From an optimization exercise on the open Yosys and OpenROAD flow, aimed at small area, a short achievable clock period and few clock cycles; shortcuts taken in it are not production practice.
Where RTL was checked, it was by simulation tests only, not by an equivalence proof against the original.
For runs 1 to 4, only the layout was checked, not whether the RTL still works.
No activity file was given, so power comes from the tool's default toggle rates.

==> design.v <==
package neuron_pkg;
    localparam logic [1:0] ACT_LINEAR = 2'd0;
    localparam logic [1:0] ACT_RELU   = 2'd1;
    localparam logic [1:0] ACT_STEP   = 2'd2;
endpackage
module neuron_lane (
    input  logic        clk,
    input  logic        free,       
    input  logic        job,        
    input  logic        cap,        
    input  logic [23:0] bias,
    input  logic [3:0]  neg,        
    input  logic [3:0]  one,
    input  logic [3:0]  two,
    input  logic [7:0]  weight,
    input  logic [3:0]  shift,
    input  logic [15:0] m,          
    input  logic [1:0]  act_mode,
    output logic [7:0]  out_data
);
    logic [23:0] s_reg, c_reg, s_in, s_nx, c_nx;
    logic [7:0]  w_reg;
    logic [7:0]  out_reg;
    always_ff @(posedge clk) w_reg <= weight;
    assign s_in = s_reg;
    logic [9:0] wx;
    assign wx = {{2{w_reg[7]}}, w_reg};
    logic [8:0] t0, t1, t2, t3;
    logic       e0, e1, e2, e3;
    assign t0 = ((one[0] ? wx[8:0] : 9'd0) | (two[0] ? {wx[7:0], 1'b0} : 9'd0)) ^ {9{neg[0]}};
    assign t1 = ((one[1] ? wx[8:0] : 9'd0) | (two[1] ? {wx[7:0], 1'b0} : 9'd0)) ^ {9{neg[1]}};
    assign t2 = ((one[2] ? wx[8:0] : 9'd0) | (two[2] ? {wx[7:0], 1'b0} : 9'd0)) ^ {9{neg[2]}};
    assign t3 = ((one[3] ? wx[8:0] : 9'd0) | (two[3] ? {wx[7:0], 1'b0} : 9'd0)) ^ {9{neg[3]}};
    assign e0 = ((one[0] | two[0]) & w_reg[7]) ^ neg[0];
    assign e1 = ((one[1] | two[1]) & w_reg[7]) ^ neg[1];
    assign e2 = ((one[2] | two[2]) & w_reg[7]) ^ neg[2];
    assign e3 = ((one[3] | two[3]) & w_reg[7]) ^ neg[3];
    logic fs1;
    logic fc2;
    logic fs3;
    logic fc4;
    logic fs5;
    logic fc6;
    logic fs7;
    logic fc8;
    logic fs9;
    logic fc10;
    logic fs11;
    logic fc12;
    logic fs13;
    logic fc14;
    logic fs15;
    logic fc16;
    logic fs17;
    logic fc18;
    logic fs19;
    logic fc20;
    logic fs21;
    logic fc22;
    logic fs23;
    logic fc24;
    logic fs25;
    logic fc26;
    logic fs27;
    logic fc28;
    logic fs29;
    logic fc30;
    logic fs31;
    logic fc32;
    logic fs33;
    logic fc34;
    logic fs35;
    logic fc36;
    logic fs37;
    logic fc38;
    logic fs39;
    logic fc40;
    logic fs41;
    logic fc42;
    logic fs43;
    logic fc44;
    logic fs45;
    logic fc46;
    logic fs47;
    logic fc48;
    logic fs49;
    logic fc50;
    logic fs51;
    logic fc52;
    logic fs53;
    logic fc54;
    logic fs55;
    logic fc56;
    logic fs57;
    logic fc58;
    logic fs59;
    logic fc60;
    logic fs61;
    logic fc62;
    logic fs63;
    logic fc64;
    logic fs65;
    logic fc66;
    logic fs67;
    logic fc68;
    logic fs69;
    logic fc70;
    logic fs71;
    logic fc72;
    logic fs73;
    logic fc74;
    logic fs75;
    logic fc76;
    logic fs77;
    logic fc78;
    logic fs79;
    logic fc80;
    logic fs81;
    logic fc82;
    logic fs83;
    logic fc84;
    logic fs85;
    logic fc86;
    logic fs87;
    logic fc88;
    logic fs89;
    logic fc90;
    logic fs91;
    logic fc92;
    logic fs93;
    logic fc94;
    logic fs95;
    logic fc96;
    logic fs97;
    logic fc98;
    logic fs99;
    logic fc100;
    logic fs101;
    logic fc102;
    logic fs103;
    logic fc104;
    logic fs105;
    logic fc106;
    logic fs107;
    logic fc108;
    logic fs109;
    logic fc110;
    logic fs111;
    logic fc112;
    logic fs113;
    logic fc114;
    logic fs115;
    logic fc116;
    logic fs117;
    logic fc118;
    logic fs119;
    logic fc120;
    logic fs121;
    logic fc122;
    logic fs123;
    logic fc124;
    logic fs125;
    logic fs126;
    assign fs1 = s_in[0] ^ c_reg[0] ^ neg[0];
    assign fc2 = (s_in[0] & c_reg[0]) | (s_in[0] & neg[0]) | (c_reg[0] & neg[0]);
    assign fs3 = s_in[1] ^ c_reg[1] ^ fc2;
    assign fc4 = (s_in[1] & c_reg[1]) | (s_in[1] & fc2) | (c_reg[1] & fc2);
    assign fs5 = s_in[2] ^ c_reg[2] ^ neg[1];
    assign fc6 = (s_in[2] & c_reg[2]) | (s_in[2] & neg[1]) | (c_reg[2] & neg[1]);
    assign fs7 = t0[2] ^ t1[0] ^ fs5;
    assign fc8 = (t0[2] & t1[0]) | (t0[2] & fs5) | (t1[0] & fs5);
    assign fs9 = s_in[3] ^ c_reg[3] ^ fc6;
    assign fc10 = (s_in[3] & c_reg[3]) | (s_in[3] & fc6) | (c_reg[3] & fc6);
    assign fs11 = t0[3] ^ t1[1] ^ fc8;
    assign fc12 = (t0[3] & t1[1]) | (t0[3] & fc8) | (t1[1] & fc8);
    assign fs13 = s_in[4] ^ c_reg[4] ^ neg[2];
    assign fc14 = (s_in[4] & c_reg[4]) | (s_in[4] & neg[2]) | (c_reg[4] & neg[2]);
    assign fs15 = t0[4] ^ t1[2] ^ t2[0];
    assign fc16 = (t0[4] & t1[2]) | (t0[4] & t2[0]) | (t1[2] & t2[0]);
    assign fs17 = fs13 ^ fc10 ^ fs15;
    assign fc18 = (fs13 & fc10) | (fs13 & fs15) | (fc10 & fs15);
    assign fs19 = s_in[5] ^ c_reg[5] ^ fc14;
    assign fc20 = (s_in[5] & c_reg[5]) | (s_in[5] & fc14) | (c_reg[5] & fc14);
    assign fs21 = t0[5] ^ t1[3] ^ t2[1];
    assign fc22 = (t0[5] & t1[3]) | (t0[5] & t2[1]) | (t1[3] & t2[1]);
    assign fs23 = fc16 ^ fs19 ^ fs21;
    assign fc24 = (fc16 & fs19) | (fc16 & fs21) | (fs19 & fs21);
    assign fs25 = s_in[6] ^ c_reg[6] ^ neg[3];
    assign fc26 = (s_in[6] & c_reg[6]) | (s_in[6] & neg[3]) | (c_reg[6] & neg[3]);
    assign fs27 = t0[6] ^ t1[4] ^ t2[2];
    assign fc28 = (t0[6] & t1[4]) | (t0[6] & t2[2]) | (t1[4] & t2[2]);
    assign fs29 = t3[0] ^ fs25 ^ fc20;
    assign fc30 = (t3[0] & fs25) | (t3[0] & fc20) | (fs25 & fc20);
    assign fs31 = fc22 ^ fs27 ^ fs29;
    assign fc32 = (fc22 & fs27) | (fc22 & fs29) | (fs27 & fs29);
    assign fs33 = s_in[7] ^ c_reg[7] ^ fc26;
    assign fc34 = (s_in[7] & c_reg[7]) | (s_in[7] & fc26) | (c_reg[7] & fc26);
    assign fs35 = t0[7] ^ t1[5] ^ t2[3];
    assign fc36 = (t0[7] & t1[5]) | (t0[7] & t2[3]) | (t1[5] & t2[3]);
    assign fs37 = t3[1] ^ fc28 ^ fs33;
    assign fc38 = (t3[1] & fc28) | (t3[1] & fs33) | (fc28 & fs33);
    assign fs39 = fs35 ^ fc30 ^ fs37;
    assign fc40 = (fs35 & fc30) | (fs35 & fs37) | (fc30 & fs37);
    assign fs41 = s_in[8] ^ c_reg[8] ^ t0[8];
    assign fc42 = (s_in[8] & c_reg[8]) | (s_in[8] & t0[8]) | (c_reg[8] & t0[8]);
    assign fs43 = t1[6] ^ t2[4] ^ t3[2];
    assign fc44 = (t1[6] & t2[4]) | (t1[6] & t3[2]) | (t2[4] & t3[2]);
    assign fs45 = fc34 ^ fc36 ^ fs41;
    assign fc46 = (fc34 & fc36) | (fc34 & fs41) | (fc36 & fs41);
    assign fs47 = fs43 ^ fc38 ^ fs45;
    assign fc48 = (fs43 & fc38) | (fs43 & fs45) | (fc38 & fs45);
    assign fs49 = s_in[9] ^ c_reg[9] ^ e0;
    assign fc50 = (s_in[9] & c_reg[9]) | (s_in[9] & e0) | (c_reg[9] & e0);
    assign fs51 = t1[7] ^ t2[5] ^ t3[3];
    assign fc52 = (t1[7] & t2[5]) | (t1[7] & t3[3]) | (t2[5] & t3[3]);
    assign fs53 = fc42 ^ fc44 ^ fs49;
    assign fc54 = (fc42 & fc44) | (fc42 & fs49) | (fc44 & fs49);
    assign fs55 = fs51 ^ fc46 ^ fs53;
    assign fc56 = (fs51 & fc46) | (fs51 & fs53) | (fc46 & fs53);
    assign fs57 = s_in[10] ^ c_reg[10] ^ e0;
    assign fc58 = (s_in[10] & c_reg[10]) | (s_in[10] & e0) | (c_reg[10] & e0);
    assign fs59 = t1[8] ^ t2[6] ^ t3[4];
    assign fc60 = (t1[8] & t2[6]) | (t1[8] & t3[4]) | (t2[6] & t3[4]);
    assign fs61 = fc50 ^ fc52 ^ fs57;
    assign fc62 = (fc50 & fc52) | (fc50 & fs57) | (fc52 & fs57);
    assign fs63 = fs59 ^ fc54 ^ fs61;
    assign fc64 = (fs59 & fc54) | (fs59 & fs61) | (fc54 & fs61);
    assign fs65 = s_in[11] ^ c_reg[11] ^ ~e0;
    assign fc66 = (s_in[11] & c_reg[11]) | (s_in[11] & ~e0) | (c_reg[11] & ~e0);
    assign fs67 = ~e1 ^ t2[7] ^ t3[5];
    assign fc68 = (~e1 & t2[7]) | (~e1 & t3[5]) | (t2[7] & t3[5]);
    assign fs69 = fc58 ^ fc60 ^ fs65;
    assign fc70 = (fc58 & fc60) | (fc58 & fs65) | (fc60 & fs65);
    assign fs71 = fs67 ^ fc62 ^ fs69;
    assign fc72 = (fs67 & fc62) | (fs67 & fs69) | (fc62 & fs69);
    assign fs73 = 1'b1 ^ s_in[12] ^ c_reg[12];
    assign fc74 = (1'b1 & s_in[12]) | (1'b1 & c_reg[12]) | (s_in[12] & c_reg[12]);
    assign fs75 = fs73 ^ t2[8] ^ t3[6];
    assign fc76 = (fs73 & t2[8]) | (fs73 & t3[6]) | (t2[8] & t3[6]);
    assign fs77 = fc66 ^ fc68 ^ fs75;
    assign fc78 = (fc66 & fc68) | (fc66 & fs75) | (fc68 & fs75);
    assign fs79 = fc70 ^ fs77;
    assign fc80 = fc70 & fs77;
    assign fs81 = s_in[13] ^ c_reg[13] ^ fc74;
    assign fc82 = (s_in[13] & c_reg[13]) | (s_in[13] & fc74) | (c_reg[13] & fc74);
    assign fs83 = ~e2 ^ t3[7] ^ fs81;
    assign fc84 = (~e2 & t3[7]) | (~e2 & fs81) | (t3[7] & fs81);
    assign fs85 = fc76 ^ fs83 ^ fc78;
    assign fc86 = (fc76 & fs83) | (fc76 & fc78) | (fs83 & fc78);
    assign fs87 = 1'b1 ^ s_in[14] ^ c_reg[14];
    assign fc88 = (1'b1 & s_in[14]) | (1'b1 & c_reg[14]) | (s_in[14] & c_reg[14]);
    assign fs89 = fs87 ^ fc82 ^ t3[8];
    assign fc90 = (fs87 & fc82) | (fs87 & t3[8]) | (fc82 & t3[8]);
    assign fs91 = fc84 ^ fs89;
    assign fc92 = fc84 & fs89;
    assign fs93 = s_in[15] ^ c_reg[15] ^ fc88;
    assign fc94 = (s_in[15] & c_reg[15]) | (s_in[15] & fc88) | (c_reg[15] & fc88);
    assign fs95 = ~e3 ^ fs93 ^ fc90;
    assign fc96 = (~e3 & fs93) | (~e3 & fc90) | (fs93 & fc90);
    assign fs97 = 1'b1 ^ s_in[16] ^ c_reg[16];
    assign fc98 = (1'b1 & s_in[16]) | (1'b1 & c_reg[16]) | (s_in[16] & c_reg[16]);
    assign fs99 = fs97 ^ fc94;
    assign fc100 = fs97 & fc94;
    assign fs101 = 1'b1 ^ s_in[17] ^ c_reg[17];
    assign fc102 = (1'b1 & s_in[17]) | (1'b1 & c_reg[17]) | (s_in[17] & c_reg[17]);
    assign fs103 = fc98 ^ fs101;
    assign fc104 = fc98 & fs101;
    assign fs105 = 1'b1 ^ s_in[18] ^ c_reg[18];
    assign fc106 = (1'b1 & s_in[18]) | (1'b1 & c_reg[18]) | (s_in[18] & c_reg[18]);
    assign fs107 = fc102 ^ fs105;
    assign fc108 = fc102 & fs105;
    assign fs109 = 1'b1 ^ s_in[19] ^ c_reg[19];
    assign fc110 = (1'b1 & s_in[19]) | (1'b1 & c_reg[19]) | (s_in[19] & c_reg[19]);
    assign fs111 = fc106 ^ fs109;
    assign fc112 = fc106 & fs109;
    assign fs113 = 1'b1 ^ s_in[20] ^ c_reg[20];
    assign fc114 = (1'b1 & s_in[20]) | (1'b1 & c_reg[20]) | (s_in[20] & c_reg[20]);
    assign fs115 = fc110 ^ fs113;
    assign fc116 = fc110 & fs113;
    assign fs117 = 1'b1 ^ s_in[21] ^ c_reg[21];
    assign fc118 = (1'b1 & s_in[21]) | (1'b1 & c_reg[21]) | (s_in[21] & c_reg[21]);
    assign fs119 = fc114 ^ fs117;
    assign fc120 = fc114 & fs117;
    assign fs121 = 1'b1 ^ s_in[22] ^ c_reg[22];
    assign fc122 = (1'b1 & s_in[22]) | (1'b1 & c_reg[22]) | (s_in[22] & c_reg[22]);
    assign fs123 = fc118 ^ fs121;
    assign fc124 = fc118 & fs121;
    assign fs125 = 1'b1 ^ s_in[23] ^ c_reg[23];
    assign fs126 = fc122 ^ fs125;
    assign s_nx = {fc124, fc120, fc116, fc112, fc108, fc104, fs103, fs99, fc92, fs91, fc80, fs79, fc64, fc56, fc48, fc40, fc32, fc24, fc18, fc12, fs9, fc4, t0[1], fs1};
    assign c_nx = {fs126, fs123, fs119, fs115, fs111, fs107, fc100, fc96, fs95, fc86, fs85, fc72, fs71, fs63, fs55, fs47, fs39, fs31, fs23, fs17, fs11, fs7, fs3, t0[0]};
    always_ff @(posedge clk) begin
        if (!free && !cap) begin
            s_reg <= s_nx;
            c_reg <= c_nx;
        end else begin
            s_reg <= (free && job) ? s_reg + c_reg : 24'd0;
            c_reg <= free ? bias : c_reg;
        end
    end
    logic signed [23:0] s_sg;
    logic [23:0] r;
    logic [15:0] eqm;
    logic        sgn, fits, pos;
    logic [7:0]  res;
    always_comb begin
        s_sg = s_reg;
        r    = s_sg >>> shift;
        sgn  = s_reg[23];
        for (int k = 0; k < 16; k++) eqm[k] = !m[k] || (s_reg[k+7] == sgn);
        fits = &eqm;
        pos  = !sgn && ((|s_reg[22:15]) || (|(s_reg[14:0] & m[14:0])));
        case (act_mode)
            neuron_pkg::ACT_RELU: res = sgn ? 8'h00 : (fits ? r[7:0] : 8'h7f);
            neuron_pkg::ACT_STEP: res = {7'd0, pos};
            default:              res = fits ? r[7:0] : (sgn ? 8'h80 : 8'h7f);
        endcase
    end
    always_ff @(posedge clk) begin
        if (cap) out_reg <= res;
    end
    assign out_data = out_reg;
endmodule
module neuron_pe #(
    parameter int DW    = 8,
    parameter int WW    = 8,
    parameter int LANES = 8,
    parameter int ACCW  = 24,
    parameter int NW    = 16,
    parameter int SHW   = 4
) (
    input  logic                    clk,
    input  logic                    rst,
    input  logic                    start,
    input  logic [NW-1:0]           n_len,
    input  logic [SHW-1:0]          shift,
    input  logic [1:0]              act_mode,
    input  logic [LANES*ACCW-1:0]   bias,
    input  logic                    in_valid,
    output logic                    in_ready,
    input  logic [DW-1:0]           in_data,
    input  logic [LANES*WW-1:0]     weight,
    output logic                    out_valid,
    input  logic                    out_ready,
    output logic [LANES*DW-1:0]     out_data,
    output logic                    busy
);
    logic           job_reg;     
    logic           rdy_reg;     
    logic [NW-1:0]  rem_reg;     
    logic           tok_reg;     
    logic           fin_reg;     
    logic           cap_reg;     
    logic           ov_reg;      
    logic [SHW-1:0] shift_reg, shift_cap;
    logic [1:0]     mode_reg, mode_cap;
    logic [3:0]     neg_reg, one_reg, two_reg;
    logic           free_reg;    
    logic beat, last_beat, free;
    assign beat      = in_valid && rdy_reg;
    assign last_beat = beat && (rem_reg == NW'(1));
    assign free      = free_reg;
    assign in_ready  = rdy_reg;
    assign out_valid = ov_reg;
    assign busy      = !free;
    logic job_nx, fin_nx, ov_nx;
    always_comb begin
        job_nx = free ? start : job_reg;
        fin_nx = !free && (fin_reg || tok_reg);
        ov_nx  = cap_reg || (ov_reg && !out_ready);
    end
    always_ff @(posedge clk) begin
        if (rst) free_reg <= 1'b1;
        else     free_reg <= !job_nx || (fin_nx && !ov_nx);
    end
    always_ff @(posedge clk) begin
        if (rst) begin
            job_reg <= 1'b0;
            rdy_reg <= 1'b0;
            tok_reg <= 1'b0;
            fin_reg <= 1'b0;
            cap_reg <= 1'b0;
            ov_reg  <= 1'b0;
        end else begin
            cap_reg <= free && job_reg;
            if (free) begin
                job_reg <= start;
                rdy_reg <= start && (n_len != '0);
                tok_reg <= start && (n_len == '0);
                fin_reg <= 1'b0;
            end else begin
                if (last_beat) rdy_reg <= 1'b0;
                tok_reg <= last_beat;
                if (tok_reg) fin_reg <= 1'b1;
            end
            if (cap_reg)        ov_reg <= 1'b1;
            else if (out_ready) ov_reg <= 1'b0;
        end
    end
    always_ff @(posedge clk) begin
        if (free) begin
            shift_reg <= shift;
            mode_reg  <= act_mode;
            shift_cap <= shift_reg;
            mode_cap  <= mode_reg;
            rem_reg   <= n_len;
        end else if (beat) begin
            rem_reg   <= rem_reg - NW'(1);
        end
    end
    always_ff @(posedge clk) begin
        for (int i = 0; i < 4; i++) begin
            logic b2, b1, b0;
            b2 = in_data[2*i+1];
            b1 = in_data[2*i];
            b0 = (i == 0) ? 1'b0 : in_data[2*i-1];
            neg_reg[i] <= beat && b2;
            one_reg[i] <= beat && (b1 ^ b0);
            two_reg[i] <= beat && ((b2 && !b1 && !b0) || (!b2 && b1 && b0));
        end
    end
    logic [15:0] shift_mask;
    always_comb begin
        for (int k = 0; k < 16; k++) shift_mask[k] = (k >= int'(shift_cap));
    end
    for (genvar gi = 0; gi < LANES; gi++) begin : g_lane
        neuron_lane u_lane (
            .clk      (clk),
            .free     (free),
            .job      (job_reg),
            .cap      (cap_reg),
            .bias     (bias[gi*ACCW +: ACCW]),
            .neg      (neg_reg),
            .one      (one_reg),
            .two      (two_reg),
            .weight   (weight[gi*WW +: WW]),
            .shift    (shift_cap),
            .m        (shift_mask),
            .act_mode (mode_cap),
            .out_data (out_data[gi*DW +: DW])
        );
    end
endmodule
==> run.sh <==
#!/bin/bash
# synth_recipe.tcl (not shown) runs the flow's synth.tcl, then flattens the netlist and writes it again
# the make line also repeats each setting of config.mk as NAME=value (left out here)
make -C /OpenROAD-flow-scripts/flow DESIGN_CONFIG=/design/flow/config.mk WORK_HOME=/design/flow/orfs CLKGATE_MAP_FILE= SYNTH_SCRIPT=/design/flow/synth_recipe.tcl finish
==> config.mk <==
export PLATFORM = sky130hd
export DESIGN_NAME = neuron_pe
export DESIGN_NICKNAME = neuron_pe
export VERILOG_FILES = /design/flow/design.v
export SDC_FILE = /design/flow/constraint.sdc
export NUM_CORES = 4
export LEC_CHECK = 0
export ABC_CLOCK_PERIOD_IN_PS = 2500
export CAP_MARGIN = 20
export CORE_MARGIN = 2
export CORE_UTILIZATION = 40
export SETUP_SLACK_MARGIN = 3.4
export SLEW_MARGIN = 20
==> constraint.sdc <==
create_clock -name core_clock -period 6.0 [get_ports {clk}]
set_input_delay 1.2000 -clock core_clock [delete_from_list [all_inputs] [get_ports {clk}]]
set_output_delay 1.2000 -clock core_clock [all_outputs]
set_load 0.01 [all_outputs]
==> flow_summary.yaml, run 1 <==
clock_tree:
  clock_sinks: 559
  cts_buffers: 74
  cts_root_buf: "clkbuf_16"
  clkTransAtPathRegs_ps: 60
  clock_latency_ps: 710
  cts_tree: "yes"
  cts_max_level: 3
  clockBufferDepth: 3
global_routing:
  antenna_found_initial: 9
  grt_overflow: 0
  grt_pass1_wl_mm: 322
  grt_util_all_layers_pct: 31.9
  grt_pass1_vias: 48200
  grt_max_degree: 169
detailed_routing:
  route.detailed.drc: 0
  viasPerCell: 5.96
  drtPass1Iterations: 9
  drt_iter0_drc: 5768
  antenna_left: 0
  drt-total-wl_mm: 229
  wl_per_cell_um: 27.2
  vias: 50300
floorplan:
  die-area_mm2: 0.135
  fp.dieW_um: 367
  num_rows: 133
  pin_count: 358
  core_area_mm2: 0.131
  initial_utilization_pct: 40.2
  fp.dieH_um: 367
worst_setup_path:
  start_kind: "flip-flop"
  path_class: "flip-flop to flip-flop"
  crit_arrival_ps: 3470
  path_max_fanout: 7
  cp_data_required_time_ps: 6450
  critPathCaptureType: "flip-flop"
timing:
  fin_setup_tns_ps: 0
  slew_violations: 0
  post-route-period-util_pct: 50.3
  fmax_mhz: 331
  setup_viol: 0
  finalWorstSetupSlack_ps: 2980
  clock_skew_ps: 30.6
  hold_violations: 0
  period_minus_slack_ps: 3020
  relSlewSlack_pct: 15.3
  rsz0062_at_grt: "yes"
  worstMarginPinSlew_ps: 1270
  hold_ws_ps: 427
logic_synthesis:
  muxShareOfSynthArea_pct: 4.35
  yosysWarningCount: 2
  synthSimpleGateAreaFrac_pct: 12.1
  synth-xor-area-share_pct: 8.89
  synth-seq-cells: 559
  synth_enable_flop_cells: 284
  async_reset_ff_share_pct: 0
  synth_top_family_by_area: "adder cells"
  netlist_instances: 6081
  synth_fa_ha_area_share_pct: 21.2
  syn_area_mm2: 0.0528
  synth_cell_types: 88
  synth_compound_area_share_pct: 18.9
  ys_seq_area_share_pct: 26.6
  synth_area_per_cell_um2: 8.68
  syn_nets: 7056
  ys.flop_type: "edfxtp_1"
cells_and_area:
  layout-drive-gt1-share_pct: 25.1
  layout.nets: 7584
  area_delta_synth_final_pct: 33.3
  fin_util_pct: 53.6
  mostFrequentLayoutCells: "nand2_1, inv_1, o21ai_0"
  layout_commonest_cell: "nand2_1"
pwr:
  finalPower_uw: 22300
  p_per_area_mw_per_mm2: 317
  switching_power_uw: 9770
  clkPwrFrac_pct: 20.8
  ir_drop_v: 0.000204
  power_frac_seq_pct: 27.3
  p_leak_uw: 0.0291
  cell_internal_pwr_uw: 12600
  pwr-share-comb_pct: 51.9
  switching_share_pct: 43.7
hold_path:
  min_path_type: "flip-flop to flip-flop"
placement:
  place_ws_ps: 1970
  io_buffers: 357
  gp_congestion: 0.979
  dpl.hpwl_mm: 147
job:
  maxCapViolCount: 0
status:
  status: "no timing/DRC/antenna violations"
final cells by class:
| class | count | area, um^2 |
|---|---|---|
| diodes | 5 | 12.5 |
| flip-flops and latches | 559 | 14300 |
| repair buffers | 846 | 9700 |
| inverters | 663 | 2580 |
| repair inverters | 5 | 103 |
| well taps | 1755 | 2200 |
| clock buffers | 100 | 2120 |
| clock inverters | 37 | 342 |
| fillers | 11600 | 60900 |
| multi-input cells | 4460 | 39100 |
cells in the mapped netlist (all sizes together), types with 17 or more instances:
cell type | instances | area share (%)
a211oi | 37 | 0.56
a21o | 79 | 1.1
a21oi | 333 | 3.2
a221oi | 24 | 0.40
a22oi | 239 | 3.4
a31oi | 50 | 0.59
and2 | 23 | 0.27
and3 | 21 | 0.25
buf | 140 | 1.3
clkbuf | 260 | 2.0
dfxtp | 275 | 10
edfxtp | 284 | 16
fa | 352 | 13
ha | 332 | 7.9
inv | 662 | 4.7
mux2 | 17 | 0.36
mux2i | 80 | 1.5
mux4 | 58 | 2.5
nand2 | 980 | 7.0
nand3 | 45 | 0.43
nand4 | 19 | 0.24
nor2 | 251 | 1.8
nor2b | 24 | 0.28
nor3 | 44 | 0.45
nor4 | 36 | 0.45
o211ai | 56 | 0.80
o21a | 25 | 0.36
o21ai | 456 | 4.3
o21bai | 40 | 0.57
o22ai | 42 | 0.50
o31ai | 28 | 0.41
or2 | 19 | 0.23
xnor2 | 394 | 6.5
xor2 | 142 | 2.4
path summary, 6_finish.rpt:
kind | end | cells past startpoint | slack [ps] | startpoint
max | g_lane[4].u_lane.c_reg[7]$_DFFE_PP_ | 8 | 2980 | neg_reg[3]$_DFF_P_
min | mode_cap[0]$_DFFE_PP_ | 0 | 430 | mode_reg[0]$_DFFE_PP_
min reg2reg | mode_cap[0]$_DFFE_PP_ | 0 | 430 | mode_reg[0]$_DFFE_PP_
max reg2reg | g_lane[4].u_lane.c_reg[7]$_DFFE_PP_ | 8 | 2980 | neg_reg[3]$_DFF_P_
metrics by stage:
step / instances / area (um^2)
floorplan: 6081 / 54200
global placement: 7857 / 58300
detailed placement: 7858 / 58300
CTS: 8243 / 66000
global route: 8427 / 70400
finish: 8430 / 70400
timing repair:
action | 4_1_cts | 5_1_grt
pin swaps | 210 | 326
hold buffers | 0 | 0
hold endpoints to repair | 0 | 0
gates resized for setup | 887 | 636
setup endpoints to repair | 502 | 332
gates cloned | 38 | 16
setup buffers | 210 | 166
logic make-up after synthesis:
family                     after synthesis
buffers and inverters                 1063
and+or+nand+nor                       1519
AOI/OAI and AO/OA                     1565
muxes                                  155
xor gates and xnor gates               536
DFF                                    559
adders and majority gates              684
worst max-delay path: stages, from the launching register on:
cell	delay, ps
dfxtp_4	460
buf_16	210
buf_12	140
fa_2	340
fa_2	480
fa_2	580
fa_2	420
nand2_1	70
nand2_1	60
routing by layer:
layer | global-route usage [%] | vias up | wire (um) | share of wire [%]
met4 | 17.5 | 6 | 16700 | 7.3
li1 | - | 21900 | - | -
met5 | 0 | - | 46 | 0.020
met1 | 41.8 | 24500 | 89300 | 39
met3 | 7.09 | 788 | 24000 | 10
met2 | 48.9 | 3060 | 99300 | 43
power groups by stage:
| stage | logic [uW] | clock network (uW) | registers [uW] |
|---|---|---|---|
| after floorplan | 7140 | 0 | 5330 |
| after global routing | 12700 | 4820 | 6150 |
| after detailed placement | 9310 | 0 | 6050 |
| final | 11600 | 4640 | 6110 |
| after CTS | 10300 | 4690 | 5990 |
| after global placement | 9220 | 0 | 6040 |
==> run 2: changes to the inputs <==
--- a/design.v
+++ b/design.v
@@ -289,32 +289,51 @@
     assign fs126 = fc122 ^ fs125;
     assign s_nx = {fc124, fc120, fc116, fc112, fc108, fc104, fs103, fs99, fc92, fs91, fc80, fs79, fc64, fc56, fc48, fc40, fc32, fc24, fc18, fc12, fs9, fc4, t0[1], fs1};
     assign c_nx = {fs126, fs123, fs119, fs115, fs111, fs107, fc100, fc96, fs95, fc86, fs85, fc72, fs71, fs63, fs55, fs47, fs39, fs31, fs23, fs17, fs11, fs7, fs3, t0[0]};
+    logic [23:0] sum_sc, pg_g, pg_p;
+    always_comb begin
+        pg_g = s_reg & c_reg;
+        pg_p = s_reg ^ c_reg;
+        for (int l = 1; l < 24; l = l * 2)
+            for (int i = 0; i < 24; i++)
+                if ((i / l) % 2 == 1) begin
+                    pg_g[i] = pg_g[i] | (pg_p[i] & pg_g[(i / l) * l - 1]);
+                    pg_p[i] = pg_p[i] & pg_p[(i / l) * l - 1];
+                end
+        sum_sc[0] = s_reg[0] ^ c_reg[0];
+        for (int i = 1; i < 24; i++) sum_sc[i] = s_reg[i] ^ c_reg[i] ^ pg_g[i-1];
+    end
     always_ff @(posedge clk) begin
         if (!free && !cap) begin
             s_reg <= s_nx;
             c_reg <= c_nx;
         end else begin
-            s_reg <= (free && job) ? s_reg + c_reg : 24'd0;
+            s_reg <= (free && job) ? sum_sc : 24'd0;
             c_reg <= free ? bias : c_reg;
         end
     end
-    logic signed [23:0] s_sg;
-    logic [23:0] r;
+    logic [14:0] a4;
+    logic [10:0] a2;
+    logic [8:0]  a1;
+    logic [7:0]  r;
     logic [15:0] eqm;
-    logic        sgn, fits, pos;
+    logic        sgn, fits, pos, relu, step, zero, use_r;
     logic [7:0]  res;
     always_comb begin
-        s_sg = s_reg;
-        r    = s_sg >>> shift;
-        sgn  = s_reg[23];
+        sgn = s_reg[23];
+        for (int k = 0; k < 15; k++) a4[k] = shift[3] ? ((k + 8 <= 23) ? s_reg[k+8] : sgn) : s_reg[k];
+        for (int k = 0; k < 11; k++) a2[k] = shift[2] ? a4[k+4] : a4[k];
+        for (int k = 0; k < 9; k++)  a1[k] = shift[1] ? a2[k+2] : a2[k];
+        for (int k = 0; k < 8; k++)  r[k]  = shift[0] ? a1[k+1] : a1[k];
         for (int k = 0; k < 16; k++) eqm[k] = !m[k] || (s_reg[k+7] == sgn);
-        fits = &eqm;
-        pos  = !sgn && ((|s_reg[22:15]) || (|(s_reg[14:0] & m[14:0])));
-        case (act_mode)
-            neuron_pkg::ACT_RELU: res = sgn ? 8'h00 : (fits ? r[7:0] : 8'h7f);
-            neuron_pkg::ACT_STEP: res = {7'd0, pos};
-            default:              res = fits ? r[7:0] : (sgn ? 8'h80 : 8'h7f);
-        endcase
+        fits  = &eqm;
+        pos   = !sgn && ((|s_reg[22:15]) || (|(s_reg[14:0] & m[14:0])));
+        relu  = (act_mode == neuron_pkg::ACT_RELU);
+        step  = (act_mode == neuron_pkg::ACT_STEP);
+        use_r = fits && !step && !(relu && sgn);
+        zero  = (relu && sgn) || step;
+        res[7] = use_r ? r[7] : (!zero && sgn);
+        for (int k = 1; k < 7; k++) res[k] = use_r ? r[k] : (!zero && !sgn);
+        res[0] = use_r ? r[0] : (step ? pos : (!zero && !sgn));
     end
     always_ff @(posedge clk) begin
         if (cap) out_reg <= res;
==> run 2 against run 1 <==
Still clean. First-iteration DRC count shrank 14%. Worst setup slack worse by 95 ps. Total power down 7.6%. Register-to-register slack got worse by 95 ps. Via count is 13% lower. Synthesized cell count is 12% lower. Highest routed layer unchanged.
==> flow_summary.yaml, run 2 <==
logic_synthesis:
  syn_nets: 6341
  synth_top_area_share_pct: 17.5
  ys_seq_area_share_pct: 28.8
  synth-seq-cells: 559
  ys_top_cells_by_count: "nand2_1, inv_1, fa_1"
  yosysWarningCount: 2
  synth_fa_ha_area_share_pct: 24.0
  ys.flop_type: "edfxtp_1"
  syn_area_mm2: 0.0488
  ys_top_cells_by_area: "edfxtp_1, fa_1, dfxtp_1"
  synth-xor-area-share_pct: 8.40
  synthSimpleGateAreaFrac_pct: 11.2
  async_reset_ff_share_pct: 0
  synth_top_area_cell: "edfxtp_1"
  synth_compound_area_share_pct: 14.9
  synth_area_per_cell_um2: 9.13
  muxShareOfSynthArea_pct: 4.65
  synth_cell_types: 72
  synth_top_family_by_area: "adder cells"
  synth_most_common_cell: "nand2_1"
  synth_enable_flop_cells: 284
  netlist_instances: 5344
pwr:
  finalPower_uw: 20700
  p_leak_uw: 0.0272
  p_per_area_mw_per_mm2: 318
  ir_drop_v: 0.000254
timing:
  slew_violations: 0
  rsz0062_at_grt: "yes"
  period_minus_slack_ps: 3110
  post-route-period-util_pct: 51.9
  hold_violations: 0
  hold_ws_ps: 422
  setup_viol: 0
  worstMarginPinSlew_ps: 1090
  relSlewSlack_pct: 27.6
  fin_setup_tns_ps: 0
  clock_skew_ps: 36.0
  fmax_mhz: 321
clock_tree:
  cts_buffers: 74
  ctsHoldBuffers: 0
  cts_root_buf: "clkbuf_16"
  clock_sinks: 559
  clockBufferDepth: 3
  cts_max_level: 3
  cts_tree: "yes"
  clock_latency_ps: 680
  clkTransAtPathRegs_ps: 70
detailed_routing:
  wl_per_cell_um: 27.0
  viasPerCell: 5.78
  drtPass1Iterations: 6
  route.detailed.drc: 0
  drt-total-wl_mm: 204
  antenna_left: 0
  drt_iter0_drc: 4952
  vias: 43800
global_routing:
  grt_pass1_vias: 43100
  grt_max_degree: 174
  grt_pass1_wl_mm: 293
  antenna_found_initial: 5
  grt_overflow: 0
  grt_util_all_layers_pct: 31.6
floorplan:
  pin_count: 358
  die-area_mm2: 0.125
  core_area_mm2: 0.121
  num_rows: 128
  fp.dieH_um: 353
  fp.dieW_um: 353
  initial_utilization_pct: 40.2
cells_and_area:
  layout.nets: 6884
  layout-drive-gt1-share_pct: 24.4
  layout_commonest_cell: "nand2_1"
  fin_util_pct: 53.5
  stdcell_count: 7575
  area_delta_synth_final_pct: 33.0
  mostFrequentLayoutCells: "nand2_1, inv_1, clkdlybuf4s50_1"
job:
  maxCapViolCount: 0
worst_setup_path:
  start_kind: "flip-flop"
  path_class: "flip-flop to flip-flop"
  cp_data_required_time_ps: 6430
  path_max_fanout: 5
  crit_arrival_ps: 3540
  critPathCaptureType: "flip-flop"
placement:
  gp_congestion: 0.984
  dp.cells: 7051
  dpl.hpwl_mm: 138
  io_buffers: 357
hold_path:
  min_path_type: "flip-flop to flip-flop"
status:
  status: "no timing/DRC/antenna violations"
## run 2: cell count changes in the layout (fill, tap and decap cells not counted), sizes merged, moves of 25 or more
| cell | change |
|---|---|
| nand3 | -25 |
| o21ai | -134 |
| nand2 | -30 |
| dlygate4sd2 | +27 |
| inv | +40 |
| o211ai | -26 |
| a21oi | -131 |
| nor2 | -95 |
| fa | +32 |
| a21o | -25 |
| buf | -82 |
| xnor2 | -63 |
## run 2: logic make-up after synthesis
kind of cell	after synthesis
adder cells (fa/ha/maj)	706
flip-flops	559
multiplexers	139
AO/OA/AOI/OAI	1122
buffers and inverters	1032
XOR/XNOR	468
AND/OR/NAND/NOR	1318
## run 2: critical path: stages, from the launching register on
cell     delay, ps
dfxtp_4        350
or2_4          330
buf_12         190
nand2_8         70
xnor2_4        130
inv_2           60
fa_2           540
inv_2           50
fa_2           580
fa_2           430
nand2_1         80
nand2_1         70
## run 2: through the flow
step / setup WS (ps) / area [um^2]
6_report: 2890 / 64900
5_1_grt: 2830 / 64900
4_1_cts: 2940 / 62200
3_5_place_dp: 1910 / 54300
3_3_place_gp: 1970 / 54300
2_1_floorplan: 3070 / 50000
## run 2: where the power goes
group | internal [uW] | switching (uW) | total (uW)
combinational | 4490 | 5500 | 9990
clock | 2720 | 1960 | 4680
sequential | 4780 | 1200 | 5980
total | 12000 | 8660 | 20700
## run 2: layout make-up
cell class	count	area, um^2
Fill cell	10900	56500
Timing Repair inverter	3	28.8
Tap cell	1625	2030
Sequential cell	559	14200
Multi-Input combinational cell	3755	34500
Antenna cell	2	5.00
Clock buffer	106	2180
Clock inverter	31	318
Inverter	697	2700
Timing Repair Buffer	797	8920
## run 2: timing repair
item | 4_1_cts | 5_1_grt
buffers inserted | 246 | 104
gates resized for setup | 866 | 434
pin swaps | 280 | 247
hold endpoints to repair | 0 | 0
setup endpoints to repair | 423 | 375
gates cloned | 26 | 9
## run 2: final timing paths
| check | startpoint | endpoint | slack [ps] | cells past startpoint |
|---|---|---|---|---|
| setup / recovery | one_reg[0]$_DFF_P_ | g_lane[3].u_lane.c_reg[9]$_DFFE_PP_ | 2890 | 11 |
| hold / removal | mode_reg[0]$_DFFE_PP_ | mode_cap[0]$_DFFE_PP_ | 420 | 0 |
| setup reg to reg | one_reg[0]$_DFF_P_ | g_lane[3].u_lane.c_reg[9]$_DFFE_PP_ | 2890 | 11 |
| hold reg to reg | mode_reg[0]$_DFFE_PP_ | mode_cap[0]$_DFFE_PP_ | 420 | 0 |
## run 2: routing by layer
layer / global-route usage [%] / part of all wire, %
met4: 12.6 / 5.1
met3: 8.90 / 11
met2: 46.1 / 42
met1: 44.0 / 41
met5: 0 / 0.034
==> run 3: changes to the inputs <==
--- a/config.mk
+++ b/config.mk
@@ -9,5 +9,5 @@
 export CAP_MARGIN = 20
 export CORE_MARGIN = 2
 export CORE_UTILIZATION = 40
-export SETUP_SLACK_MARGIN = 3.4
+export SETUP_SLACK_MARGIN = 3.0
 export SLEW_MARGIN = 20
==> run 3 against run 2 <==
Via count shrank 4.8%. Die area is the same. Global-route usage shrank 2.2 points. Sequential power is 0.7% lower. Clock skew shrank 15 ps. Design area is 9.3% lower. Maximum frequency shrank 0.40%. Sequential cell count unchanged. Total power decreased by 6.7%. Non-clock buffer count is 256 lower. Hold slack better by 8.1 ps. Combinational power shrank 15%. Critical endpoint is now g_lane[7].u_lane.c_reg[10]$_DFFE_PP_.
==> flow_summary.yaml, run 3 <==
timing:
  period_minus_slack_ps: 3120
  fin_setup_tns_ps: 0
  worstMarginPinSlew_ps: 1060
  slew_violations: 0
  hold_violations: 0
  hold_ws_ps: 430
  relSlewSlack_pct: 29.2
  setup_viol: 0
  post-route-period-util_pct: 52.1
  rsz0062_at_grt: "yes"
  fmax_mhz: 320
  clock_skew_ps: 20.9
worst_setup_path:
  rr_endpoint: "g_lane[7].u_lane.c_reg[10]$_DFFE_PP_"
  cp_data_required_time_ps: 6420
  start_kind: "flip-flop"
  path_max_fanout: 7
  path_class: "flip-flop to flip-flop"
  crit_arrival_ps: 3540
  worstSetupStartpoint: "two_reg[0]$_DFF_P_"
  critPathCaptureType: "flip-flop"
  crit_path_end: "g_lane[7].u_lane.c_reg[10]$_DFFE_PP_"
  worst_r2r_path_depth: 12
  rrSetupSlack_ps: 2880
  r2r-start: "two_reg[0]$_DFF_P_"
clock_tree:
  clock_latency_ps: 680
  cts_buffers: 74
  cts_max_level: 3
  ctsHoldBuffers: 0
  clockBufferDepth: 3
  cts_tree: "yes"
  clkTransAtPathRegs_ps: 60
  cts_root_buf: "clkbuf_16"
  clock_sinks: 559
job:
  maxCapViolCount: 0
cells_and_area:
  layout-drive-gt1-share_pct: 11.4
  final_area_mm2: 0.0588
  area_delta_synth_final_pct: 20.6
  fin_util_pct: 48.5
  stdcell_count: 7318
  mostFrequentLayoutCells: "nand2_1, inv_1, fa_1"
  layout.nets: 6624
  layout_commonest_cell: "nand2_1"
  fillers: 11500
pwr:
  p_leak_uw: 0.0249
  p_per_area_mw_per_mm2: 328
  ir_drop_v: 0.000225
global_routing:
  grt_pass1_wl_mm: 276
  antenna_found_initial: 5
  grt_max_degree: 119
  grt_pass1_vias: 40900
  grt_util_all_layers_pct: 29.4
  grt_overflow: 0
detailed_routing:
  route.detailed.drc: 0
  viasPerCell: 5.69
  drt-total-wl_mm: 189
  wl_per_cell_um: 25.8
  vias: 41700
  drtPass1Iterations: 6
  antenna_left: 0
  drt_iter0_drc: 4902
floorplan:
  num_rows: 128
  die-area_mm2: 0.125
  initial_utilization_pct: 40.2
  core_area_mm2: 0.121
  pin_count: 358
  fp.dieH_um: 353
  fp.dieW_um: 353
logic_synthesis:
  synth_area_per_cell_um2: 9.13
  synth_cell_types: 72
  synth-seq-cells: 559
  syn_area_mm2: 0.0488
  ys.flop_type: "edfxtp_1"
  synth_top_area_cell: "edfxtp_1"
  synth_most_common_cell: "nand2_1"
  synth_enable_flop_cells: 284
  ys_seq_area_share_pct: 28.8
  syn_nets: 6341
  synth_top_area_share_pct: 17.5
  ys_top_cells_by_area: "edfxtp_1, fa_1, dfxtp_1"
  yosysWarningCount: 2
  ys_top_cells_by_count: "nand2_1, inv_1, fa_1"
  async_reset_ff_share_pct: 0
  netlist_instances: 5344
placement:
  dpl_cell_area_mm2: 0.0537
  gp_congestion: 0.981
  dpl.hpwl_mm: 137
  dp.cells: 7055
  io_buffers: 357
hold_path:
  min_path_type: "flip-flop to flip-flop"
status:
  status: "no timing/DRC/antenna violations"
run 3: cell count changes in the layout (fill, tap and decap cells not counted), sizes merged, moves of 7 or more:
cell	change
clkdlybuf4s50	+67
buf	-245
bufbuf	-11
clkbuf	-23
clkinv	+7
dlygate4sd2	-36
clkdlybuf4s15	-27
run 3: cell type report:
type / instances / area [um^2] / share of cell area, %
Multi-Input combinational cell: 3754 / 31700 / 53.9
Sequential cell: 559 / 14200 / 24.1
Timing Repair Buffer: 541 / 5670 / 9.63
Inverter: 697 / 2640 / 4.48
Tap cell: 1625 / 2030 / 3.46
Clock buffer: 87 / 2000 / 3.41
Clock inverter: 50 / 589 / 1.00
Antenna cell: 5 / 12.5 / 0.0213
run 3: how the worst min path moves through the flow:
stage,from,end,cells after the start
final,mode_reg[1]$_DFFE_PP_,mode_cap[1]$_DFFE_PP_,0
after global routing,mode_reg[1]$_DFFE_PP_,mode_cap[1]$_DFFE_PP_,0
after CTS,mode_reg[1]$_DFFE_PP_,mode_cap[1]$_DFFE_PP_,0
after detailed placement,mode_reg[0]$_DFFE_PP_,mode_cap[0]$_DFFE_PP_,0
after global placement,mode_reg[1]$_DFFE_PP_,mode_cap[1]$_DFFE_PP_,0
after floorplan,mode_reg[0]$_DFFE_PP_,mode_cap[0]$_DFFE_PP_,0
run 3: where the power goes:
| part | switching (uW) | internal (uW) |
|---|---|---|
| Clock | 1980 | 2850 |
| Sequential | 1170 | 4770 |
| Combinational | 4850 | 3660 |
run 3: worst max-delay path, stage by stage, from the launching register on:
cell     delay (ps)
dfxtp_2         350
or2_4           310
buf_12          190
nand2_8          60
xnor2_4         140
buf_4           160
fa_1            520
inv_1            50
fa_1            470
inv_1            50
fa_1            420
nand2_1          70
nand2_1          50
run 3: stage by stage:
stage | total power, uW | setup WS [ps]
floorplan | 11000 | 3000
global placement | 13800 | 1870
detailed placement | 13800 | 1820
CTS | 19000 | 2890
global route | 20500 | 2820
finish | 19300 | 2880
run 3: repair_timing:
action                     4_1_cts  5_1_grt
gates resized for setup        194      185
pin swaps                       34       64
cloned                           6        5
setup endpoints to repair      316      185
buffers inserted                66       44
run 3: metal layers:
layer	share of wire [%]	wire length (um)	vias up	GRT usage, %
li1	-	-	18500	-
met1	44	83200	20500	43.1
met2	42	78900	2284	42.4
met3	10	19500	350	6.75
met4	3.8	7230	0	10.2
met5	0	0	-	0
run 3: cell families after synthesis:
kind of cell	share of synthesized area (%)
multiplexers	4.65
AO/OA/AOI/OAI	14.9
XOR/XNOR	8.40
AND/OR/NAND/NOR	11.2
buffers and inverters	8.15
flip-flops	28.8
adder cells (fa/ha/maj)	24.0
==> run 4: changes to the inputs <==
==> flow/run.sh (new file) <==
#!/bin/bash
# The standard layout (the standard.sh, unchanged synthesis and steps),
# with one change: the port buffers that placement inserts on every input and
# output are sky130_fd_sc_hd__buf_1 instead of the tool's default pick
# (clkdlybuf4s50_1, a slower delay cell with almost three times the area).
# ORFS's own logs stay under orfs/logs/; make's output goes to make_*.log here.
set -euo pipefail
export BUFFER_PORTS_ARGS="-buffer_cell sky130_fd_sc_hd__buf_1"
bash standard.sh synth > make_synth.log 2>&1
bash standard.sh finish > make_finish.log 2>&1
==> standard.sh (new file) <==
#!/bin/bash
# synth_recipe.tcl (not shown) runs the flow's synth.tcl, then flattens the netlist and writes it again
# the make line also repeats each setting of config.mk as NAME=value (left out here)
make -C /OpenROAD-flow-scripts/flow DESIGN_CONFIG=/design/flow/config.mk WORK_HOME=/design/flow/orfs CLKGATE_MAP_FILE= SYNTH_SCRIPT=/design/flow/synth_recipe.tcl "${@:-finish}"
removed: run.sh
==> run 4 against run 3 <==
Still clean on timing, DRC and antenna. Via count grew 0.64%. Sequential power hardly changed. Utilization is 1.4 points lower. Global-route usage down 0.30 points. Worst setup slack gained 60 ps. Synthesized cell count is the same.
==> flow_summary.yaml, run 4 <==
timing:
  rsz0062_at_grt: "yes"
  setup_viol: 0
  post-route-period-util_pct: 51.1
  relSlewSlack_pct: 33.4
  fin_setup_tns_ps: 0
  slew_violations: 0
  fmax_mhz: 326
  clock_skew_ps: 32.8
  period_minus_slack_ps: 3060
  hold_violations: 0
  hold_ws_ps: 419
  worstMarginPinSlew_ps: 997
floorplan:
  core_area_mm2: 0.121
  pin_count: 358
  initial_utilization_pct: 40.2
  fp.dieW_um: 353
  fp.dieH_um: 353
  die-area_mm2: 0.125
  num_rows: 128
global_routing:
  grt_pass1_wl_mm: 272
  busiest_layer: "met2"
  antenna_found_initial: 5
  grt_pass1_vias: 40700
  use_met1_pct: 41.6
  use_met2_pct: 42.0
  grt_max_degree: 133
  grt_overflow: 0
  grt_util_all_layers_pct: 29.1
  grt_use_met3_pct: 7.58
pwr:
  ir_drop_v: 0.000230
  clkPwrFrac_pct: 24.7
  switching_power_uw: 7980
  power_frac_seq_pct: 31.1
  pwr-share-comb_pct: 44.2
  switching_share_pct: 41.8
  p_leak_uw: 0.0242
  p_per_area_mw_per_mm2: 334
  cell_internal_pwr_uw: 11100
clock_tree:
  clockBufferDepth: 3
  clkTransAtPathRegs_ps: 60
  clock_latency_ps: 700
  cts_max_level: 3
  cts_buffers: 74
  clock_sinks: 559
  cts_root_buf: "clkbuf_16"
  cts_tree: "yes"
status:
  status: "no timing/DRC/antenna violations"
logic_synthesis:
  ys_seq_area_share_pct: 28.8
  ys_top_cells_by_area: "edfxtp_1, fa_1, dfxtp_1"
  synth-seq-cells: 559
  yosysWarningCount: 2
  synth_top_area_share_pct: 17.5
  async_reset_ff_share_pct: 0
  syn_area_mm2: 0.0488
  synth_most_common_cell: "nand2_1"
  synth_area_per_cell_um2: 9.13
  ys.flop_type: "edfxtp_1"
  syn_nets: 6341
  synth_enable_flop_cells: 284
  synth_top_area_cell: "edfxtp_1"
  ys_top_cells_by_count: "nand2_1, inv_1, fa_1"
  netlist_instances: 5344
  synth_cell_types: 72
placement:
  gp_congestion: 0.978
  io_buffers: 357
  dpl.hpwl_mm: 136
worst_setup_path:
  path_max_fanout: 5
  path_class: "flip-flop to flip-flop"
  crit_arrival_ps: 3520
  start_kind: "flip-flop"
  critPathCaptureType: "flip-flop"
  cp_data_required_time_ps: 6450
job:
  maxCapViolCount: 0
detailed_routing:
  viasPerCell: 5.70
  route.detailed.drc: 0
  drt_iter0_drc: 4416
  drtPass1Iterations: 6
  drt-total-wl_mm: 188
  vias: 41900
  wl_per_cell_um: 25.6
  antenna_left: 0
cells_and_area:
  mostFrequentLayoutCells: "nand2_1, inv_1, buf_1"
  layout-drive-gt1-share_pct: 12.6
  layout.nets: 6667
  area_delta_synth_final_pct: 17.2
  layout_commonest_cell: "nand2_1"
hold_path:
  min_path_type: "flip-flop to flip-flop"
[run 4: cell counts after synthesis]
Identical to the previous run, type by type.
[run 4: worst max-delay path, stage by stage, from the launching register on]
cell and delay, ps:
dfxtp_4 360, or2_4 280, buf_12 180, nand2_8 100, xnor2_4 80, buf_4 140, fa_1 480, inv_1 50
fa_2 510, inv_1 50, fa_1 440, nand2_1 70, nand2_1 60
[run 4: kinds of logic (layout without fill, tap and decap cells)]
family	count (synthesis)	in the layout	share of synthesized area, %
and+or+nand+nor	1318	1318	11.2
AOI/OAI and AO/OA	1122	1122	14.9
buffers and inverters	1032	1420	8.15
adders and majority gates	706	706	24.0
DFF	559	559	28.8
xor gates and xnor gates	468	468	8.40
muxes	139	139	4.65
other	0	1	0
[run 4: power by group through the flow]
stage | Combinational [uW] | Clock [uW] | Sequential (uW)
2_1_floorplan | 5740 | 0 | 5280
3_5_place_dp | 7710 | 0 | 5940
6_report | 8440 | 4710 | 5930
3_3_place_gp | 7640 | 0 | 5950
5_1_grt | 9450 | 4920 | 5970
4_1_cts | 8060 | 4790 | 5860
[run 4: area by class of cell]
type	instances	area (um^2)
fillers	11600	64200
multi-input cells	3753	32000
flip-flops and latches	559	14200
repair buffers	584	3820
inverters	697	2660
clock buffers	99	2130
well taps	1625	2030
clock inverters	39	404
repair inverters	1	8.76
diodes	1	2.50
[run 4: final timing paths]
path | from | end | slack (ps) | depth (start not counted)
setup / recovery | two_reg[0]$_DFF_P_ | g_lane[1].u_lane.c_reg[10]$_DFFE_PP_ | 2940 | 12
hold / removal | mode_reg[0]$_DFFE_PP_ | mode_cap[0]$_DFFE_PP_ | 420 | 0
setup reg to reg | two_reg[0]$_DFF_P_ | g_lane[1].u_lane.c_reg[10]$_DFFE_PP_ | 2940 | 12
hold reg to reg | mode_reg[0]$_DFFE_PP_ | mode_cap[0]$_DFFE_PP_ | 420 | 0
[run 4: what timing repair did]
item	CTS	global route
setup buffers	69	77
gates cloned	7	8
pin swaps	47	92
setup endpoints to repair	297	170
hold endpoints to repair	0	0
gates resized for setup	210	211
hold buffers	0	0
[run 4: metal layers]
metal	up-vias	part of all wire, %	routed length (um)
li1	18600	-	-
met1	20600	43	80500
met2	2299	42	78600
met4	2	4.5	8400
met5	-	0.0037	7
met3	404	11	20800
[run 4: metrics by stage]
| step | util [%] | area [um^2] | worst slack, ps | power, uW | instances |
|---|---|---|---|---|---|
| 6_report | 47.1 | 57200 | 2940 | 19100 | 7358 |
| 5_1_grt | 47.1 | 57200 | 2840 | 20300 | 7357 |
| 4_1_cts | 45.8 | 55600 | 2930 | 18700 | 7272 |
| 3_5_place_dp | 42.4 | 51500 | 1610 | 13600 | 7058 |
| 3_3_place_gp | 42.4 | 51500 | 1710 | 13600 | 7058 |
| 2_1_floorplan | - | 48900 | 3000 | 11000 | 5344 |
==> run 5: changes to the inputs <==
--- a/design.v
+++ b/design.v
@@ -373,15 +373,17 @@
     logic           ov_reg;      
     logic [SHW-1:0] shift_reg, shift_cap;
     logic [1:0]     mode_reg, mode_cap;
-    logic [3:0]     neg_reg, one_reg, two_reg;
+    logic [3:0]     neg_reg, one_reg, two_reg;     
+    logic [3:0]     negn_reg, onen_reg, twon_reg;  
     logic           free_reg;    
+    logic           busy_reg;    
     logic beat, last_beat, free;
     assign beat      = in_valid && rdy_reg;
     assign last_beat = beat && (rem_reg == NW'(1));
     assign free      = free_reg;
     assign in_ready  = rdy_reg;
     assign out_valid = ov_reg;
-    assign busy      = !free;
+    assign busy      = busy_reg;
     logic job_nx, fin_nx, ov_nx;
     always_comb begin
         job_nx = free ? start : job_reg;
@@ -389,8 +391,13 @@
         ov_nx  = cap_reg || (ov_reg && !out_ready);
     end
     always_ff @(posedge clk) begin
-        if (rst) free_reg <= 1'b1;
-        else     free_reg <= !job_nx || (fin_nx && !ov_nx);
+        if (rst) begin
+            free_reg <= 1'b1;
+            busy_reg <= 1'b0;
+        end else begin
+            free_reg <= !job_nx || (fin_nx && !ov_nx);
+            busy_reg <= !(!job_nx || (fin_nx && !ov_nx));
+        end
     end
     always_ff @(posedge clk) begin
         if (rst) begin
@@ -421,26 +428,36 @@
             shift_reg <= shift;
             mode_reg  <= act_mode;
             shift_cap <= shift_reg;
+            mask_cap  <= shift_mask;
             mode_cap  <= mode_reg;
             rem_reg   <= n_len;
         end else if (beat) begin
             rem_reg   <= rem_reg - NW'(1);
         end
     end
-    always_ff @(posedge clk) begin
+    logic [3:0] neg_d, one_d, two_d;
+    always_comb begin
         for (int i = 0; i < 4; i++) begin
             logic b2, b1, b0;
             b2 = in_data[2*i+1];
             b1 = in_data[2*i];
             b0 = (i == 0) ? 1'b0 : in_data[2*i-1];
-            neg_reg[i] <= beat && b2;
-            one_reg[i] <= beat && (b1 ^ b0);
-            two_reg[i] <= beat && ((b2 && !b1 && !b0) || (!b2 && b1 && b0));
+            neg_d[i] = beat && b2;
+            one_d[i] = beat && (b1 ^ b0);
+            two_d[i] = beat && ((b2 && !b1 && !b0) || (!b2 && b1 && b0));
         end
     end
-    logic [15:0] shift_mask;
+    always_ff @(posedge clk) begin
+        neg_reg  <= neg_d;
+        one_reg  <= one_d;
+        two_reg  <= two_d;
+        negn_reg <= ~neg_d;
+        onen_reg <= ~one_d;
+        twon_reg <= ~two_d;
+    end
+    logic [15:0] shift_mask, mask_cap;
     always_comb begin
-        for (int k = 0; k < 16; k++) shift_mask[k] = (k >= int'(shift_cap));
+        for (int k = 0; k < 16; k++) shift_mask[k] = (k >= int'(shift_reg));
     end
     for (genvar gi = 0; gi < LANES; gi++) begin : g_lane
         neuron_lane u_lane (
@@ -449,12 +466,12 @@
             .job      (job_reg),
             .cap      (cap_reg),
             .bias     (bias[gi*ACCW +: ACCW]),
-            .neg      (neg_reg),
-            .one      (one_reg),
-            .two      (two_reg),
+            .neg      ((gi < LANES / 2) ? neg_reg : ~negn_reg),
+            .one      ((gi < LANES / 2) ? one_reg : ~onen_reg),
+            .two      ((gi < LANES / 2) ? two_reg : ~twon_reg),
             .weight   (weight[gi*WW +: WW]),
             .shift    (shift_cap),
-            .m        (shift_mask),
+            .m        (mask_cap),
             .act_mode (mode_cap),
             .out_data (out_data[gi*DW +: DW])
         );
--- a/config.mk
+++ b/config.mk
@@ -8,6 +8,7 @@
 export ABC_CLOCK_PERIOD_IN_PS = 2500
 export CAP_MARGIN = 20
 export CORE_MARGIN = 2
-export CORE_UTILIZATION = 40
+export CORE_UTILIZATION = 60
+export PLACE_DENSITY = 0.75
 export SETUP_SLACK_MARGIN = 3.0
 export SLEW_MARGIN = 20
==> run 5 against run 4 <==
Clock-buffer cell count decreased by 2. Design area decreased by 1.8%. Largest cell class unchanged. Via count decreased by 0.24%. Non-clock buffer count decreased by 46. Synthesized cell count decreased by 0.54%. Still clean. Sequential power increased by 2%. First-iteration DRC count increased by 11%. Cell count decreased by 8.3%. Sequential cell count increased by 28.
==> flow_summary.yaml, run 5 <==
timing:
  rsz0062_at_grt: "yes"
  setup_viol: 0
  slew_violations: 0
  hold_violations: 0
  fin_setup_tns_ps: 0
  period_minus_slack_ps: 3110
  relSlewSlack_pct: 26.8
  worstMarginPinSlew_ps: 1100
  clock_skew_ps: 36.5
  fmax_mhz: 321
  post-route-period-util_pct: 51.9
logic_synthesis:
  ys.flop_type: "edfxtp_1"
  ys_top_cells_by_count: "nand2_1, inv_1, fa_1"
  synth_top_family_by_area: "adder cells"
  synth_enable_flop_cells: 299
  syn_nets: 6312
  ys_top_cells_by_area: "edfxtp_1, fa_1, dfxtp_1"
  synth-seq-cells: 587
  syn_area_mm2: 0.0497
  synth-xor-area-share_pct: 8.65
  synth_area_per_cell_um2: 9.35
  async_reset_ff_share_pct: 0
  synth_most_common_cell: "nand2_1"
  synth_cell_types: 67
  synth_compound_area_share_pct: 14.0
  synthSimpleGateAreaFrac_pct: 10.7
  synth_top_area_share_pct: 18.1
  yosysWarningCount: 2
  synth_top_area_cell: "edfxtp_1"
  synth_fa_ha_area_share_pct: 23.6
  netlist_instances: 5315
  muxShareOfSynthArea_pct: 5.42
  ys_seq_area_share_pct: 29.7
global_routing:
  grt_util_all_layers_pct: 36.9
  grt_pass1_vias: 41100
  antenna_found_initial: 3
  grt_pass1_wl_mm: 240
  grt_max_degree: 174
  grt_overflow: 0
pwr:
  power_frac_seq_pct: 31.9
  switching_share_pct: 41.0
  switching_power_uw: 7780
  clkPwrFrac_pct: 23.6
  cell_internal_pwr_uw: 11200
  ir_drop_v: 0.000259
  pwr-share-comb_pct: 44.5
  p_per_area_mw_per_mm2: 338
  p_leak_uw: 0.0242
worst_setup_path:
  r2r-start: "mask_cap[12]$_DFFE_PP_"
  rrSetupSlack_ps: 2890
  crit_path_end: "g_lane[3].u_lane.out_reg[3]$_DFFE_PP_"
  start_kind: "flip-flop"
  worst_r2r_path_depth: 7
  crit_arrival_ps: 3390
  critPathCaptureType: "flip-flop"
  path_class: "flip-flop to flip-flop"
  rr_endpoint: "g_lane[3].u_lane.out_reg[3]$_DFFE_PP_"
  path_max_fanout: 15
  worstSetupStartpoint: "mask_cap[12]$_DFFE_PP_"
  cp_data_required_time_ps: 6280
cells_and_area:
  layout-drive-gt1-share_pct: 10.4
  diodes: 0
  multi_input_area_mm2: 0.0316
  regArea_mm2: 0.0149
  fin_util_pct: 68.4
  fillers: 6302
  final_area_mm2: 0.0562
  layout.nets: 6617
  mostFrequentLayoutCells: "nand2_1, inv_1, fa_1"
  area_delta_synth_final_pct: 13.0
  layout_commonest_cell: "nand2_1"
clock_tree:
  clock_latency_ps: 650
  ctsHoldBuffers: 0
  clock_sinks: 587
  cts_buffers: 70
  cts_tree: "yes"
  clockBufferDepth: 3
  clkTransAtPathRegs_ps: 60
  cts_root_buf: "clkbuf_16"
  cts_max_level: 3
placement:
  dpl.hpwl_mm: 114
  dpl_cell_area_mm2: 0.0519
  io_buffers: 357
  gp_congestion: 0.968
job:
  maxCapViolCount: 0
hold_path:
  min_path_type: "flip-flop to flip-flop"
detailed_routing:
  route.detailed.drc: 0
  drt-total-wl_mm: 161
  viasPerCell: 6.20
  drtPass1Iterations: 8
  antenna_left: 0
  drt_iter0_drc: 4914
  vias: 41800
  wl_per_cell_um: 23.8
floorplan:
  num_rows: 105
  core_area_mm2: 0.0821
  die-area_mm2: 0.0852
  initial_utilization_pct: 60.6
  pin_count: 358
  fp.dieW_um: 292
  fp.dieH_um: 292
status:
  status: "no timing/DRC/antenna violations"
==> run 5: timing repair <==
item,4_1_cts,5_1_grt
gates resized for setup,121,138
endpoints found under the hold margin,0,0
pin swaps,28,45
setup endpoints to repair,327,257
gates cloned,2,5
buffers inserted,35,67
==> run 5: kinds of logic after synthesis <==
family,after synthesis
adder cells (fa/ha/maj),706
flip-flops,587
AND/OR/NAND/NOR,1270
multiplexers,166
AO/OA/AOI/OAI,1046
XOR/XNOR,491
buffers and inverters,1049
==> run 5: how the worst min path moves through the flow <==
stage | startpoint | endpoint | depth (start not counted)
5_1_grt | mode_reg[0]$_DFFE_PP_ | mode_cap[0]$_DFFE_PP_ | 0
3_5_place_dp | mode_reg[0]$_DFFE_PP_ | mode_cap[0]$_DFFE_PP_ | 0
3_3_place_gp | mode_reg[1]$_DFFE_PP_ | mode_cap[1]$_DFFE_PP_ | 0
2_1_floorplan | mode_reg[0]$_DFFE_PP_ | mode_cap[0]$_DFFE_PP_ | 0
6_report | mode_reg[0]$_DFFE_PP_ | mode_cap[0]$_DFFE_PP_ | 0
4_1_cts | mode_reg[0]$_DFFE_PP_ | mode_cap[0]$_DFFE_PP_ | 0
==> run 5: power groups by stage <==
stage / clock network, uW / logic, uW / registers (uW)
CTS: 4510 / 8110 / 5980
global route: 4640 / 9450 / 6090
detailed placement: 0 / 7840 / 6060
global placement: 0 / 7600 / 6040
finish: 4480 / 8440 / 6050
floorplan: 0 / 5960 / 5560
==> run 5: layout make-up <==
| class | count | share of cell area [%] |
|---|---|---|
| Multi-Input combinational cell | 3681 | 56.3 |
| Clock buffer | 97 | 3.71 |
| Clock inverter | 33 | 0.517 |
| Sequential cell | 587 | 26.5 |
| Timing Repair Buffer | 538 | 5.49 |
| Timing Repair inverter | 1 | 0.0201 |
| Tap cell | 1070 | 2.38 |
| Inverter | 741 | 5.05 |
==> run 5: per-stage QoR <==
stage               hold WS [ps]  cells  total power (uW)  setup WS, ps
floorplan                    400   5315             11500          3000
global placement             403   6509             13600          2300
detailed placement           409   6509             13900          2150
CTS                          429   6676             18600          2910
global route                 438   6748             20200          2870
finish                       425   6748             19000          2890
==> run 5: worst max-delay path: stages (launching register included) <==
cell and delay [ps]:
edfxtp_1 990, a222oi_1 200, nand3_1 130, nor2_1 40, a41oi_1 240, nor4_2 70, buf_4 200, o21ai_0 860
==> run 5: routing by layer <==
layer	GRT usage (%)	share of wire, %
met3	9.75	12
met4	20.0	6.2
met1	48.9	38
met5	0	0.027
met2	55.3	44
Testbench counts of run 5, summed over its fixed seeds: cycles 9,187.
==> run 6: changes to the inputs <==
--- a/config.mk
+++ b/config.mk
@@ -8,7 +8,6 @@
 export ABC_CLOCK_PERIOD_IN_PS = 2500
 export CAP_MARGIN = 20
 export CORE_MARGIN = 2
-export CORE_UTILIZATION = 60
-export PLACE_DENSITY = 0.75
+export CORE_UTILIZATION = 40
 export SETUP_SLACK_MARGIN = 3.0
 export SLEW_MARGIN = 20
==> run 6 against run 5 <==
Total power grew 1.0%. Critical endpoint is now g_lane[2].u_lane.s_reg[17]$_DFF_P_. Clock power grew 5.6%. Worst setup slack gained 150 ps. Die area grew 49%. Sequential share of layout area shrank 0.52 points. Critical path depth grew 5. Design area grew 1.9%.
==> flow_summary.yaml, run 6 <==
pwr:
  p_per_area_mw_per_mm2: 335
  ir_drop_v: 0.000249
  finalPower_uw: 19200
logic_synthesis:
  synth-seq-cells: 587
  synth_area_per_cell_um2: 9.35
  synth_enable_flop_cells: 299
  ys_top_cells_by_area: "edfxtp_1, fa_1, dfxtp_1"
  synth_top_area_share_pct: 18.1
  synth_cell_types: 67
  syn_nets: 6312
  syn_area_mm2: 0.0497
  synth_most_common_cell: "nand2_1"
  ys_top_cells_by_count: "nand2_1, inv_1, fa_1"
hold_path:
  min_path_type: "flip-flop to flip-flop"
status:
  status: "no timing/DRC/antenna violations"
timing:
  hold_ws_ps: 428
  post-route-period-util_pct: 49.3
  worstMarginPinSlew_ps: 1010
  slew_violations: 0
  rsz0062_at_grt: "yes"
  setup_viol: 0
  hold_violations: 0
floorplan:
  num_rows: 129
  pin_count: 358
worst_setup_path:
  path_depth: 12
  path_max_fanout: 4
  r2r-start: "g_lane[2].u_lane.s_reg[0]$_DFF_P_"
  worst_r2r_path_depth: 12
  cpLargestDelayFamily: "compound AO/OA/AOI/OAI gates"
  crit_chain: "ha_2 > inv_2 > fa_2 > nor2b_2 > o2111ai_2 > a211oi_2 > a221o_1 > a221oi_4 > buf_4 > fa_1 > xor2_1 > o21ai_0"
  start_kind: "flip-flop"
  cp_slowest_cell: "fa_1"
  rr_endpoint: "g_lane[2].u_lane.s_reg[17]$_DFF_P_"
  cp_data_required_time_ps: 6600
  crit_buf_inv: 2
  rrSetupSlack_ps: 3040
detailed_routing:
  route.detailed.drc: 0
  drt_iter0_drc: 3816
  drt-total-wl_mm: 170
  antenna_left: 0
global_routing:
  grt_pass1_wl_mm: 253
  antenna_found_initial: 5
  grt_overflow: 0
cells_and_area:
  layout.nets: 6628
  diodes: 0
placement:
  dpl.hpwl_mm: 124
  io_buffers: 357
  gp_congestion: 0.946
clock_tree:
  cts_tree: "yes"
-- run 6: cell counts after synthesis --
Identical to the previous run, type by type.
-- run 6: layout make-up --
class	instances	area (um^2)
well taps	1637	2050
inverters	741	2820
flip-flops and latches	587	14900
multi-input cells	3679	31700
repair buffers	545	3270
clock buffers	102	2150
clock inverters	36	360
repair inverters	1	8.76
fillers	11800	66300
-- run 6: cells by family after synthesis --
family / Yosys count / share of synthesized area (%)
fa+ha+maj: 706 / 23.6
simple gates: 1270 / 10.7
xor+xnor: 491 / 8.65
flops: 587 / 29.7
buf+inv: 1049 / 8.02
compound gates: 1046 / 14.0
mux: 166 / 5.42
-- run 6: worst max-delay path by stage --
stage	start	end	slack, ps
detailed placement	negn_reg[0]$_DFF_P_	g_lane[7].u_lane.c_reg[9]$_DFFE_PP_	2160
global route	g_lane[2].u_lane.s_reg[0]$_DFF_P_	g_lane[2].u_lane.s_reg[17]$_DFF_P_	2900
CTS	g_lane[3].u_lane.s_reg[0]$_DFF_P_	g_lane[3].u_lane.s_reg[17]$_DFF_P_	2980
finish	g_lane[2].u_lane.s_reg[0]$_DFF_P_	g_lane[2].u_lane.s_reg[17]$_DFF_P_	3040
global placement	negn_reg[0]$_DFF_P_	g_lane[7].u_lane.c_reg[10]$_DFFE_PP_	2240
floorplan	neg_reg[2]$_DFF_P_	g_lane[1].u_lane.c_reg[6]$_DFFE_PP_	3000
-- run 6: layer usage --
layer	GRT usage, %	wire length, um
met4	10.4	7310
met5	0	21
met1	35.1	70100
met2	42.2	77900
met3	4.81	14800
-- run 6: worst reg2reg max path, stage by stage, from the launching register on --
cell and delay, ps:
dfxtp_1 400, ha_2 200, inv_2 40, fa_2 370
nor2b_2 160, o2111ai_2 140, a211oi_2 330, a221o_1 290
a221oi_4 120, buf_4 160, fa_1 420, xor2_1 140
o21ai_0 130
-- run 6: stage by stage --
| step | utilization, % | cells | worst slack (ps) | instance area, um^2 |
|---|---|---|---|---|
| 3_3_place_gp | 42.6 | 7079 | 2240 | 52600 |
| 4_1_cts | 45.3 | 7248 | 2980 | 56000 |
| 2_1_floorplan | - | 5315 | 3000 | 49800 |
| 5_1_grt | 46.3 | 7328 | 2900 | 57200 |
| 3_5_place_dp | 42.6 | 7079 | 2160 | 52600 |
| 6_report | 46.3 | 7328 | 3040 | 57200 |
-- run 6: power breakdown --
part           internal [uW]  switching, uW  leakage [uW]  total, uW
combinational           3540           4820        0.0176       8360
sequential              5000           1060       0.00548       6060
clock                   2780           1950       0.00125       4730
total                  11300           7830        0.0243      19200
-- run 6: what timing repair did --
| action | 4_1_cts | 5_1_grt |
|---|---|---|
| resized for setup | 150 | 131 |
| pin swaps | 34 | 62 |
| cloned | 0 | 6 |
| endpoints found under the setup margin | 218 | 136 |
| hold buffers | 0 | 0 |
| buffers inserted | 31 | 73 |
